From an optimization exercise on the open Yosys and OpenROAD flow, aimed at small area, a short achievable clock period and few clock cycles per item; shortcuts taken in it are not production practice.
The RTL was checked by simulation tests, not by an equivalence proof against the original design.
Power is estimated from default activity; no workload was simulated.

build 96:
// sorted_stream_merge_core
module sorted_stream_merge_core (
  input  logic        clk,
  input  logic        rst,
  input  logic        push_valid,
  output logic        push_ready,
  input  logic [33:0] push_data,
  output logic        merge_valid,
  input  logic        merge_ready,
  output logic [34:0] merge_data
);
For scale: roughly 2,600 cells after synthesis, about 740 flip-flops, roughly 75 I/O pins, about 33,000 µm² of cells after synthesis.
==> flow/config.mk <==
export PLATFORM = sky130hd
export DESIGN_NAME = sorted_stream_merge_core
export DESIGN_NICKNAME = sorted_stream_merge_core
export VERILOG_FILES = /design/flow/design.v
export SDC_FILE = /design/flow/constraint.sdc
export NUM_CORES = 4
export LEC_CHECK = 0
export CAP_MARGIN = 20
export CORE_MARGIN = 2
export CORE_UTILIZATION = 40
export CTS_CLUSTER_DIAMETER = 60
export CTS_CLUSTER_SIZE = 20
export PLACE_DENSITY = 0.6
export SETUP_SLACK_MARGIN = 5.0
export SLEW_MARGIN = 20
export TNS_END_PERCENT = 0
==> flow/constraint.sdc <==
create_clock -name core_clock -period 8.0 [get_ports {clk}]
set_input_delay 1.6000 -clock core_clock [delete_from_list [all_inputs] [get_ports {clk}]]
set_output_delay 1.6000 -clock core_clock [all_outputs]
set_load 0.01 [all_outputs]
run.sh (not shown) runs the stock make flow with config.mk's settings and CLKGATE_MAP_FILE= SYNTH_SCRIPT=/design/flow/synth_recipe.tcl, a recipe that flattens the netlist after the stock synthesis.
Testbench counts of build 96, summed over its fixed seeds: cycles 5,128, items 4,231.
[inputs] build 2 vs build 96
-- flow/config.mk --
<<< build 96, line 10
export CORE_UTILIZATION = 40
>>> build 2, line 10
export CORE_UTILIZATION = 55
<<< build 96, line 13
export PLACE_DENSITY = 0.6
>>> build 2, line 13
export PLACE_DENSITY = 0.7
<<< build 96, line 16
export TNS_END_PERCENT = 0
>>> build 2, line 16
export TNS_END_PERCENT = 2
## What came out
- Re initial antenna violation count: build 96 was higher than build 2.
- The lower largest fanout on the critical path came out of build 2.
- Build 2 vs build 96, HPWL after detailed placement went down by 1500 µm.
- From build 96 to build 2 the numbers moved as follows: buffer share of cell area higher; multi-input gate area in the final layout stayed essentially flat; combined global-route utilization of all metal layers picked up an extra 7.5 points.
- When build 2 is measured against build 96, its power consumed by combinational cells turns out about 0.8% lower.
- Build 96 -> build 2: power in sequential cells flat
- Taking build 96 as the reference, in build 2 post-place setup slack increased 320 ps, total of hold buffers inserted after clock tree synthesis did not really move.
What build 37 does differently from build 2 at the input level:
-- flow/config.mk --
<<< build 2, line 10
export CORE_UTILIZATION = 55
>>> build 37, line 10
export CORE_UTILIZATION = 40
<<< build 2, line 13
export PLACE_DENSITY = 0.7
>>> build 37, line 13
export PLACE_DENSITY = 0.6
[summary]
Looking at portion of the clock cycle consumed by the worst path in the final layout across build 37 and build 2, the one that comes out lower is build 37.
Final wirelength ends up higher on build 37.
In terms of power per standard cell area, build 2 and build 37 differ only marginally.
What build 37 reported for routed length on met1 has to be multiplied by 0.916 to get the figure for build 2.
Build 37 reports a higher switching part of the total power than build 2 does.
Build 37 finished all stages; the layout is clean.
Diff build 2 -> build 37: tap cell instance count picked up an extra 288, later-pin clock latency in the skew report picked up an extra 30 ps.
Inputs modified between build 37 and build 98:
-- flow/config.mk --
<<< build 37, line 11
export CTS_CLUSTER_DIAMETER = 60
export CTS_CLUSTER_SIZE = 20
>>> build 98, line 11
export CTS_BUF_LIST = sky130_fd_sc_hd__clkbuf_8
export CTS_CLUSTER_DIAMETER = 50
export CTS_CLUSTER_SIZE = 12
<<< build 37, line 14
export SETUP_SLACK_MARGIN = 5.0
>>> build 98, line 15
export SETUP_SLACK_MARGIN = 4.85
==> notes.md <==
- rn[1]$_SDFFE_PP0P_ as the timing startpoint of the critical path was reported by build 37, and q_v[2]$_SDFF_PP0_ by build 98.
- Changes observed in build 98 relative to build 37: count of cell instances traversed by the critical path has decreased; number of levels the H-tree was split into has increased; number of nets in the layout has remained practically unchanged.
- Buffer count from post-CTS setup fixing delta for build 98 relative to build 37: 56 lower
- Build 98: final-layout clock-cell area share lower than build 37
- Both conditions hold for build 98: the flow ran to the end and the final layout passed the timing, DRC and antenna checks.
- When build 98 is set beside build 37, its clock period minus final worst setup slack turns out to be 190 ps larger.
- As far as total cell area at the placement stage is concerned, build 37 and build 98 perform about the same.
- [diff] maximum frequency from static timing analysis, build 98 relative to build 37: regression
- Average routed wire per standard cell (higher): build 37
> inputs changed (build 98 -> build 66)
-- flow/config.mk --
<<< build 98, line 11
export CTS_BUF_LIST = sky130_fd_sc_hd__clkbuf_8
export CTS_CLUSTER_DIAMETER = 50
export CTS_CLUSTER_SIZE = 12
>>> build 66, line 11
export CTS_CLUSTER_DIAMETER = 60
export CTS_CLUSTER_SIZE = 20
Notes after the runs:
Compared with build 98, in build 66 met3 routed wirelength went up by 290 µm, post-layout minimum cycle time now smaller. Build 66 against build 98; number of nets in the final layout is down slightly. Count of H-tree levels built during CTS: build 66 vs build 98 down 1. [compare] base=build 98 new=build 66: final design instance area without fill up about 0.55%, setup slack of the critical path after layout increased by 100 ps relative to the old numbers, highest clock rate rose 9.6 MHz, wire length held steady.

sorted_stream_merge_core, a different RTL version from the one above (not shown whole).
Size in the first run: roughly 2500 cells after synthesis, ~710 flip-flops, about 32000 sq um of cells after synthesis.
clock: 8.0 ns
lec_check: 0
cap_margin: 20
core_margin: 2
core_utilization: 40
cts_cluster_diameter: 60
cts_cluster_size: 20
place_density: 0.6
setup_slack_margin: 5.0
slew_margin: 20
tns_end_percent: 2
Testbench counts at the start, summed over its fixed seeds: cycles 5,128, items 4,231.
Change:
Settings changed: TNS_END_PERCENT 2 to default.
Result:
- The new run finished with timing, DRC and antenna clean
- die area is unchanged
- area after synthesis stays the same
- worst setup slack is worse by 66 ps

Starting RTL as in the previous note.
export LEC_CHECK = 0
export CAP_MARGIN = 20
export CORE_MARGIN = 2
export CORE_UTILIZATION = 40
export CTS_CLUSTER_DIAMETER = 60
export CTS_CLUSTER_SIZE = 20
export PLACE_DENSITY = 0.6
export SETUP_SLACK_MARGIN = 4.5
export SLEW_MARGIN = 20
export TNS_END_PERCENT = 10
create_clock -name core_clock -period 8.0 [get_ports {clk}]
Testbench counts at the start, summed over its fixed seeds: cycles 5,128, items 4,231.
Then changed:
CTS_BUF_LIST = sky130_fd_sc_hd__clkbuf_8   (was default)
SETUP_SLACK_MARGIN = 5.0   (was 4.5)
What happened: The new run finished clean; cell count goes up by about 2.6%; total power went up by about 1.5%; clock-buffer cell count fell by 20; worst setup slack is better by 0.28 ns; register-to-register slack gets better by 0.28 ns; die area does not change; core utilization rises by 1.7 points; non-clock buffer count increases by 96; global-route usage climbs by 1.4 points.

-- port drivers added, routing unchanged --
How much do the figures lean on ideal ports? The routed layouts below were timed once more, with nothing changed but the port constraints. Step 1 assumes that a clkbuf_16 drives the clock port and a buf_2 every other input. Step 2, shift: input delay + t, output delay - t, t = (earliest + latest rising clock arrival at the registers) / 2. This alone moves slack from input paths to output paths. Slacks: no drivers / after step 1 / after step 2; pairs: no drivers / after step 1.
run	t (ns)	setup slack, ns	worst hold slack (ns)	worst setup path at the end	cell pins on the clock port's net
build 96	0.704	4.753 / 4.753 / 4.109	0.468 / 0.468 / 0.468	input to register	1
build 2	0.684	4.730 / 4.730 / 4.156	0.458 / 0.458 / 0.458	input to register	1
build 37	0.707	4.825 / 4.793 / 4.114	0.468 / 0.468 / 0.468	input to register	1
build 98	0.760	4.635 / 4.573 / 4.178	0.462 / 0.462 / 0.462	input to register	1
build 66	0.700	4.740 / 4.740 / 4.098	0.465 / 0.465 / 0.465	input to register	1
the first run of note 2	0.692	4.625 / 4.651 / 3.965	0.499 / 0.499 / 0.499	input to register	1
the second run of note 2	0.710	4.559 / 4.575 / 3.882	0.502 / 0.502 / 0.502	input to register	1
the first run of note 3	0.689	4.396 / 4.396 / 3.825	0.498 / 0.498 / 0.498	input to register	1
the second run of note 3	0.756	4.680 / 4.646 / 3.957	0.506 / 0.506 / 0.506	input to register	1
After both steps every run listed still meets setup and hold. The setup slack of the second run of note 3, which loses most, moves by -0.034 ns with the drivers and by -0.723 ns with both steps.
